This is an optimization exercise on Yosys and OpenROAD, whose aim is small area and a short achievable clock period, not a production implementation.
RTL that was checked went through simulation tests only; none was proved equivalent to the original.
Power is estimated from default activity; no workload was simulated.

==> job 6080: inputs <==
==> flow/design.v <==
module panel_fb_arbiter (
    input  logic       i_clock,
    input  logic       i_reset,
    input  logic       i_rd_req,
    input  logic [4:0] i_rd_row,
    input  logic [5:0] i_rd_col,
    output logic       o_rd_gnt,
    output logic       o_rd_valid,
    output logic [2:0] o_rd_data,
    input  logic       i_frame_end,
    input  logic       i_wr_valid,
    input  logic [5:0] i_wr_x,
    input  logic [4:0] i_wr_y,
    input  logic [2:0] i_wr_rgb,
    output logic       o_wr_ready,
    output logic       o_wr_err,
    input  logic       i_swap_req,
    output logic       o_swap_done,
    output logic       o_display_bank
);
    logic       r_pending;
    logic       r_display_bank;
    logic       r_swap_done;
    logic [1:0] r_starve_cnt;
    logic       r_host_wins;
    logic       r_rd_valid;
    logic [2:0] r_rd_data;
    logic       r_wr_err;
    logic       w_pending_next;
    logic [1:0] w_starve_next;
    logic       w_wr_ready;
    logic       w_rd_gnt;
    logic       w_wr_fire;
    logic       w_flip;
    logic       w_rd_oob;
    logic       w_wr_oob;
    logic       w_wr_store;
    logic [1023:0] w_we;
    logic [2:0] w_mem [0:1023];
    logic [2:0] w_rd_pix;
    assign w_wr_ready = r_host_wins || (!r_pending && !i_rd_req);
    assign w_rd_gnt   = i_rd_req && !(i_wr_valid && r_host_wins);
    assign w_wr_fire  = i_wr_valid && w_wr_ready;
    assign w_flip     = i_frame_end && (i_swap_req || r_pending);
    assign w_rd_oob   = i_rd_row[4] || i_rd_col[5];
    assign w_wr_oob   = i_wr_y[4] || i_wr_x[5];
    assign w_wr_store = w_wr_fire && !w_wr_oob;
    assign o_rd_gnt       = w_rd_gnt;
    assign o_wr_ready     = w_wr_ready;
    assign o_rd_valid     = r_rd_valid;
    assign o_rd_data      = r_rd_data;
    assign o_wr_err       = r_wr_err;
    assign o_swap_done    = r_swap_done;
    assign o_display_bank = r_display_bank;
    always_ff @(posedge i_clock or posedge i_reset) begin
        if (i_reset) begin
            r_pending      <= 1'b0;
            r_display_bank <= 1'b0;
            r_swap_done    <= 1'b0;
        end else begin
            r_pending      <= w_pending_next;
            r_display_bank <= r_display_bank ^ w_flip;
            r_swap_done    <= w_flip;
        end
    end
    assign w_pending_next = (r_pending || i_swap_req) && !i_frame_end;
    always_comb begin
        w_starve_next = r_starve_cnt;
        if (w_wr_fire) begin
            w_starve_next = 2'd0;
        end else if (i_wr_valid && !r_pending && w_rd_gnt && (r_starve_cnt != 2'd3)) begin
            w_starve_next = r_starve_cnt + 2'd1;
        end
    end
    always_ff @(posedge i_clock or posedge i_reset) begin
        if (i_reset) begin
            r_starve_cnt <= 2'd0;
            r_host_wins  <= 1'b0;
            r_wr_err     <= 1'b0;
        end else begin
            r_starve_cnt <= w_starve_next;
            r_host_wins  <= !w_pending_next && (w_starve_next == 2'd3);
            r_wr_err     <= w_wr_fire && w_wr_oob;
        end
    end
    always_ff @(posedge i_clock or posedge i_reset) begin
        if (i_reset) begin
            r_rd_valid <= 1'b0;
            r_rd_data  <= 3'd0;
        end else begin
            r_rd_valid <= w_rd_gnt;
            if (w_rd_gnt) begin
                r_rd_data <= w_rd_pix;
            end
        end
    end
    for (genvar gw = 0; gw < 1024; gw++) begin : g_we
        assign w_we[gw] = w_wr_store && ({~r_display_bank, i_wr_y[3:0], i_wr_x[4:0]} == 10'(gw));
    end
    logic [2:0] r_mem [0:1023];
    for (genvar gw = 0; gw < 1024; gw++) begin : g_word
        always_ff @(posedge i_clock) begin
            if (w_we[gw]) r_mem[gw] <= i_wr_rgb;
        end
        assign w_mem[gw] = r_mem[gw];
    end
    logic [31:0] w_rd_rsel;
    logic [31:0] w_rd_csel;
    logic [2:0]  w_rd_col_pix [0:31];
    for (genvar gr = 0; gr < 32; gr++) begin : g_rsel
        assign w_rd_rsel[gr] = (r_display_bank == gr[4]) && (i_rd_row == 5'(gr & 15))
                               && !i_rd_col[5];
    end
    for (genvar gc = 0; gc < 32; gc++) begin : g_csel
        assign w_rd_csel[gc] = (i_rd_col[4:0] == 5'(gc));
    end
    for (genvar gc = 0; gc < 32; gc++) begin : g_col
        always_comb begin
            w_rd_col_pix[gc] = 3'd0;
            for (int r = 0; r < 32; r++) begin
                w_rd_col_pix[gc] = w_rd_col_pix[gc] | ({3{w_rd_rsel[r]}} & w_mem[r * 32 + gc]);
            end
        end
    end
    always_comb begin
        w_rd_pix = 3'd0;
        for (int c = 0; c < 32; c++) begin
            w_rd_pix = w_rd_pix | ({3{w_rd_csel[c]}} & w_rd_col_pix[c]);
        end
    end
endmodule
==> flow/run.sh <==
#!/bin/bash
# synth_recipe.tcl (not shown) runs the flow's synth.tcl, then flattens the netlist and writes it again
# the make line also repeats each setting of config.mk as NAME=value (left out here)
make -C /OpenROAD-flow-scripts/flow DESIGN_CONFIG=/design/flow/config.mk WORK_HOME=/design/flow/orfs CLKGATE_MAP_FILE= SYNTH_SCRIPT=/design/flow/synth_recipe.tcl finish
==> flow/config.mk <==
export PLATFORM = sky130hd
export DESIGN_NAME = panel_fb_arbiter
export DESIGN_NICKNAME = panel_fb_arbiter
export VERILOG_FILES = /design/flow/design.v
export SDC_FILE = /design/flow/constraint.sdc
export NUM_CORES = 4
export LEC_CHECK = 0
export CAP_MARGIN = 20
export CORE_MARGIN = 2
export CORE_UTILIZATION = 40
export SETUP_SLACK_MARGIN = 2.0
export SLEW_MARGIN = 20
==> flow/constraint.sdc <==
create_clock -name core_clock -period 5.0 [get_ports {i_clock}]
set_input_delay 1.0000 -clock core_clock [delete_from_list [all_inputs] [get_ports {i_clock}]]
set_output_delay 1.0000 -clock core_clock [all_outputs]
set_load 0.01 [all_outputs]
==> inputs of job 248, as changes to job 6080 <==
--- a/flow/design.v
+++ b/flow/design.v
@@ -104,28 +104,61 @@
         end
         assign w_mem[gw] = r_mem[gw];
     end
-    logic [31:0] w_rd_rsel;
-    logic [31:0] w_rd_csel;
-    logic [2:0]  w_rd_col_pix [0:31];
-    for (genvar gr = 0; gr < 32; gr++) begin : g_rsel
-        assign w_rd_rsel[gr] = (r_display_bank == gr[4]) && (i_rd_row == 5'(gr & 15))
-                               && !i_rd_col[5];
+    logic [15:0] w_rd_rsel;
+    logic [63:0] w_rd_csel;
+    logic [63:0] w_col_n [0:2];
+    for (genvar gr = 0; gr < 16; gr++) begin : g_rsel
+        assign w_rd_rsel[gr] = (i_rd_row == 5'(gr)) && !i_rd_col[5];
     end
-    for (genvar gc = 0; gc < 32; gc++) begin : g_csel
-        assign w_rd_csel[gc] = (i_rd_col[4:0] == 5'(gc));
+    for (genvar gc = 0; gc < 64; gc++) begin : g_csel
+        assign w_rd_csel[gc] = (r_display_bank == gc[5]) && (i_rd_col[4:0] == 5'(gc & 31));
     end
-    for (genvar gc = 0; gc < 32; gc++) begin : g_col
-        always_comb begin
-            w_rd_col_pix[gc] = 3'd0;
-            for (int r = 0; r < 32; r++) begin
-                w_rd_col_pix[gc] = w_rd_col_pix[gc] | ({3{w_rd_rsel[r]}} & w_mem[r * 32 + gc]);
+    for (genvar gb = 0; gb < 3; gb++) begin : g_rbit
+        for (genvar gc = 0; gc < 64; gc++) begin : g_col
+            localparam int BASE = (gc / 32) * 512 + (gc % 32);
+            logic [5:0] w_grp_n;
+            logic [1:0] w_any;
+            for (genvar gk = 0; gk < 5; gk++) begin : g_grp
+                pfb_aoi222 u_aoi (
+                    .a0(w_rd_rsel[3*gk]),     .b0(w_mem[BASE + (3*gk)*32][gb]),
+                    .a1(w_rd_rsel[3*gk + 1]), .b1(w_mem[BASE + (3*gk + 1)*32][gb]),
+                    .a2(w_rd_rsel[3*gk + 2]), .b2(w_mem[BASE + (3*gk + 2)*32][gb]),
+                    .y(w_grp_n[gk])
+                );
             end
+            pfb_nand2 u_last (.a(w_rd_rsel[15]), .b(w_mem[BASE + 15*32][gb]), .y(w_grp_n[5]));
+            pfb_nand3 u_any0 (.a(w_grp_n[0]), .b(w_grp_n[1]), .c(w_grp_n[2]), .y(w_any[0]));
+            pfb_nand3 u_any1 (.a(w_grp_n[3]), .b(w_grp_n[4]), .c(w_grp_n[5]), .y(w_any[1]));
+            pfb_aoi22 u_col (
+                .a0(w_rd_csel[gc]), .b0(w_any[0]),
+                .a1(w_rd_csel[gc]), .b1(w_any[1]),
+                .y(w_col_n[gb][gc])
+            );
         end
-    end
-    always_comb begin
-        w_rd_pix = 3'd0;
-        for (int c = 0; c < 32; c++) begin
-            w_rd_pix = w_rd_pix | ({3{w_rd_csel[c]}} & w_rd_col_pix[c]);
-        end
+        assign w_rd_pix[gb] = !(&w_col_n[gb]);
     end
 endmodule
+module pfb_aoi222 (
+    input  logic a0, b0, a1, b1, a2, b2,
+    output logic y
+);
+    assign y = !((a0 && b0) || (a1 && b1) || (a2 && b2));
+endmodule
+module pfb_aoi22 (
+    input  logic a0, b0, a1, b1,
+    output logic y
+);
+    assign y = !((a0 && b0) || (a1 && b1));
+endmodule
+module pfb_nand3 (
+    input  logic a, b, c,
+    output logic y
+);
+    assign y = !(a && b && c);
+endmodule
+module pfb_nand2 (
+    input  logic a, b,
+    output logic y
+);
+    assign y = !(a && b);
+endmodule
CORE_UTILIZATION = 55   (was 40)
SETUP_SLACK_MARGIN = 2.5   (was 2.0)
SYNTH_HIERARCHICAL = 1   (was unset)
==> inputs of job 6686, as changes to job 6080 <==
--- a/flow/design.v
+++ b/flow/design.v
@@ -45,8 +45,12 @@
     assign w_rd_oob   = i_rd_row[4] || i_rd_col[5];
     assign w_wr_oob   = i_wr_y[4] || i_wr_x[5];
     assign w_wr_store = w_wr_fire && !w_wr_oob;
-    assign o_rd_gnt       = w_rd_gnt;
-    assign o_wr_ready     = w_wr_ready;
+    pfb_gnt u_rd_gnt_out (
+        .rd_req(i_rd_req), .wr_valid(i_wr_valid), .host_wins(r_host_wins), .y(o_rd_gnt)
+    );
+    pfb_wready u_wr_ready_out (
+        .rd_req(i_rd_req), .pending(r_pending), .host_wins(r_host_wins), .y(o_wr_ready)
+    );
     assign o_rd_valid     = r_rd_valid;
     assign o_rd_data      = r_rd_data;
     assign o_wr_err       = r_wr_err;
@@ -104,28 +108,102 @@
         end
         assign w_mem[gw] = r_mem[gw];
     end
-    logic [31:0] w_rd_rsel;
-    logic [31:0] w_rd_csel;
-    logic [2:0]  w_rd_col_pix [0:31];
-    for (genvar gr = 0; gr < 32; gr++) begin : g_rsel
-        assign w_rd_rsel[gr] = (r_display_bank == gr[4]) && (i_rd_row == 5'(gr & 15))
-                               && !i_rd_col[5];
-    end
-    for (genvar gc = 0; gc < 32; gc++) begin : g_csel
-        assign w_rd_csel[gc] = (i_rd_col[4:0] == 5'(gc));
-    end
-    for (genvar gc = 0; gc < 32; gc++) begin : g_col
-        always_comb begin
-            w_rd_col_pix[gc] = 3'd0;
-            for (int r = 0; r < 32; r++) begin
-                w_rd_col_pix[gc] = w_rd_col_pix[gc] | ({3{w_rd_rsel[r]}} & w_mem[r * 32 + gc]);
+    logic [15:0] w_rd_rsel;
+    logic [63:0] w_rd_csel;
+    for (genvar gr = 0; gr < 16; gr++) begin : g_rsel
+        assign w_rd_rsel[gr] = (i_rd_row[3:0] == 4'(gr));
+    end
+    for (genvar gc = 0; gc < 64; gc++) begin : g_csel
+        assign w_rd_csel[gc] = (r_display_bank == gc[5]) && (i_rd_col == 6'(gc & 31))
+                               && !i_rd_row[4];
+    end
+    for (genvar gb = 0; gb < 3; gb++) begin : g_rbit
+        logic [63:0] w_col_n;
+        for (genvar gc = 0; gc < 64; gc++) begin : g_col
+            localparam int BASE = (gc / 32) * 512 + (gc % 32);
+            logic [5:0] w_grp_n;
+            logic [1:0] w_any;
+            for (genvar gk = 0; gk < 5; gk++) begin : g_grp
+                pfb_aoi222 u_aoi (
+                    .a0(w_rd_rsel[3*gk]),     .b0(w_mem[BASE + (3*gk)*32][gb]),
+                    .a1(w_rd_rsel[3*gk + 1]), .b1(w_mem[BASE + (3*gk + 1)*32][gb]),
+                    .a2(w_rd_rsel[3*gk + 2]), .b2(w_mem[BASE + (3*gk + 2)*32][gb]),
+                    .y(w_grp_n[gk])
+                );
             end
-        end
-    end
-    always_comb begin
-        w_rd_pix = 3'd0;
-        for (int c = 0; c < 32; c++) begin
-            w_rd_pix = w_rd_pix | ({3{w_rd_csel[c]}} & w_rd_col_pix[c]);
-        end
-    end
-endmodule
+            pfb_nand2 u_last (.a(w_rd_rsel[15]), .b(w_mem[BASE + 15*32][gb]), .y(w_grp_n[5]));
+            pfb_nand3 u_any0 (.a(w_grp_n[0]), .b(w_grp_n[1]), .c(w_grp_n[2]), .y(w_any[0]));
+            pfb_nand3 u_any1 (.a(w_grp_n[3]), .b(w_grp_n[4]), .c(w_grp_n[5]), .y(w_any[1]));
+            pfb_oai21 u_col (
+                .a0(w_any[0]), .a1(w_any[1]), .b(w_rd_csel[gc]),
+                .y(w_col_n[gc])
+            );
+        end
+        logic [15:0] w_or1;
+        logic [7:0]  w_or2_n;
+        logic [1:0]  w_or3;
+        logic        w_or4_n;
+        for (genvar gq = 0; gq < 16; gq++) begin : g_or1
+            pfb_nand4 u_or1 (.a(w_col_n[4*gq]), .b(w_col_n[4*gq + 1]),
+                             .c(w_col_n[4*gq + 2]), .d(w_col_n[4*gq + 3]),
+                             .y(w_or1[gq]));
+        end
+        for (genvar gq = 0; gq < 8; gq++) begin : g_or2
+            pfb_nor2 u_or2 (.a(w_or1[2*gq]), .b(w_or1[2*gq + 1]), .y(w_or2_n[gq]));
+        end
+        for (genvar gq = 0; gq < 2; gq++) begin : g_or3
+            pfb_nand4 u_or3 (.a(w_or2_n[4*gq]), .b(w_or2_n[4*gq + 1]), .c(w_or2_n[4*gq + 2]),
+                             .d(w_or2_n[4*gq + 3]), .y(w_or3[gq]));
+        end
+        pfb_nor2 u_or4 (.a(w_or3[0]), .b(w_or3[1]), .y(w_or4_n));
+        assign w_rd_pix[gb] = !w_or4_n;
+    end
+endmodule
+module pfb_aoi222 (
+    input  logic a0, b0, a1, b1, a2, b2,
+    output logic y
+);
+    assign y = !((a0 && b0) || (a1 && b1) || (a2 && b2));
+endmodule
+module pfb_oai21 (
+    input  logic a0, a1, b,
+    output logic y
+);
+    assign y = !((a0 || a1) && b);
+endmodule
+module pfb_nand3 (
+    input  logic a, b, c,
+    output logic y
+);
+    assign y = !(a && b && c);
+endmodule
+module pfb_nand4 (
+    input  logic a, b, c, d,
+    output logic y
+);
+    assign y = !(a && b && c && d);
+endmodule
+module pfb_nor2 (
+    input  logic a, b,
+    output logic y
+);
+    assign y = !(a || b);
+endmodule
+module pfb_gnt (
+    input  logic rd_req, wr_valid, host_wins,
+    output logic y
+);
+    assign y = rd_req && !(wr_valid && host_wins);
+endmodule
+module pfb_wready (
+    input  logic rd_req, pending, host_wins,
+    output logic y
+);
+    assign y = host_wins || (!pending && !rd_req);
+endmodule
+module pfb_nand2 (
+    input  logic a, b,
+    output logic y
+);
+    assign y = !(a && b);
+endmodule
==> flow/flow/run.sh (new file) <==
#!/bin/bash
# Own flow: the standard layout (standard.sh, all steps to finish), with the port
# buffers that placement inserts on every input and output made buf_4 cells instead of
# the default pick (a delay buffer). Everything else is the standard flow.
# The make output goes to standard_flow.log here; ORFS keeps each step's log in orfs/logs.
set -euo pipefail
export BUFFER_PORTS_ARGS="-buffer_cell sky130_fd_sc_hd__buf_4"
bash standard.sh > standard_flow.log 2>&1
==> flow/standard.sh (new file) <==
#!/bin/bash
# synth_recipe.tcl (not shown) runs the flow's synth.tcl, then flattens the netlist and writes it again
# the make line also repeats each setting of config.mk as NAME=value (left out here)
make -C /OpenROAD-flow-scripts/flow DESIGN_CONFIG=/design/flow/config.mk WORK_HOME=/design/flow/orfs CLKGATE_MAP_FILE= SYNTH_SCRIPT=/design/flow/synth_recipe.tcl "${@:-finish}"
CORE_UTILIZATION = 65   (was 40)
CTS_CLUSTER_DIAMETER = 100   (was unset)
CTS_CLUSTER_SIZE = 25   (was unset)
PLACE_DENSITY = 0.72   (was unset)
SETUP_SLACK_MARGIN = 2.3   (was 2.0)
SYNTH_HIERARCHICAL = 1   (was unset)
removed: flow/run.sh
==> results.txt <==
                                                                           job 6080                 job 6686                  job 248
Combinational group share of total power                                       7.7%                     4.7%                     3.2%
Run status                                                  complete, no violations  complete, no violations  complete, no violations
Maximum vdd drop                                                           0.259 mV                 0.379 mV                 0.387 mV
Clock-pin slew on the worst setup and hold paths                            0.07 ns                  0.09 ns                  0.06 ns
Synth Area in Simple Gates                                                    9.86%                    7.60%                    7.07%
Area fraction of clock buffers and clock inverters                            7.07%                    3.18%                    7.32%
CTS max path bufs                                                                 4                        3                        4
Peak clock frequency supported by timing                                    238 MHz                  304 MHz                  307 MHz
Distinct cell type count after synthesis                                         81                       49                       34
Clock group share of total power                                              42.1%                    30.0%                    43.0%
Fraction of cell area in non-clock buffers                                    5.75%                    3.96%                    3.74%
Routed wl met3                                                              90.3 mm                  48.7 mm                  34.4 mm
H-tree levels                                                                     5                        4                        5
Violation count after the first detailed-routing iteration                    20700                    16900                    13500
Number of tap cells added at floorplan                                         3939                     2310                     2688
CTS Buf Count                                                                   323                      141                      320
Total sequential power                                                      28.5 mW                  28.4 mW                  28.5 mW
CP peak stage delay                                                         0.68 ns                  0.40 ns                  0.39 ns
Synth-to-layout area growth                                                   19.7%                    10.2%                    17.8%
Share of the yosys chip area belonging to registers                           77.2%                    82.1%                    81.5%
Global-route wire length before repair                                       715 mm                   461 mm                   483 mm
Die X                                                                        551 µm                   420 µm                   458 µm
The RTL of job 6080 was laid out without a check of its function.

==> static timing again, ports no longer ideal <==
Ports are ideal in the flow. The routed layouts listed here were re-timed in OpenROAD.
Step 1: set_driving_cell puts a clkbuf_16 on i_clock and a buf_2 on each other input, an assumption about the parent block.
Step 2 also shifts input and output timing later by t, the mid clock arrival at the registers, as if the neighbouring blocks saw the same clock.
a / b / c = ideal ports / drivers / drivers and shift; a / b = the first two.
run | shift t [ns] | slack for setup (ns) | worst hold slack (ns) | worst setup path at the end
job 6080 | 1.003 | 0.801 / 0.671 / -0.333 | 0.521 / 0.430 / 0.632 | input to register
job 248 | 1.005 | 1.745 / 1.677 / 0.672 | 0.584 / 0.536 / 0.589 | input to register
job 6686 | 0.934 | 1.707 / 1.746 / 0.812 | 0.243 / 0.165 / 0.630 | input to register
With both steps, setup timing fails in job 6080, where it was met with ideal ports. For job 6080, which loses most, drivers alone change the setup slack by -0.130 ns; drivers and shift together by -1.134 ns.
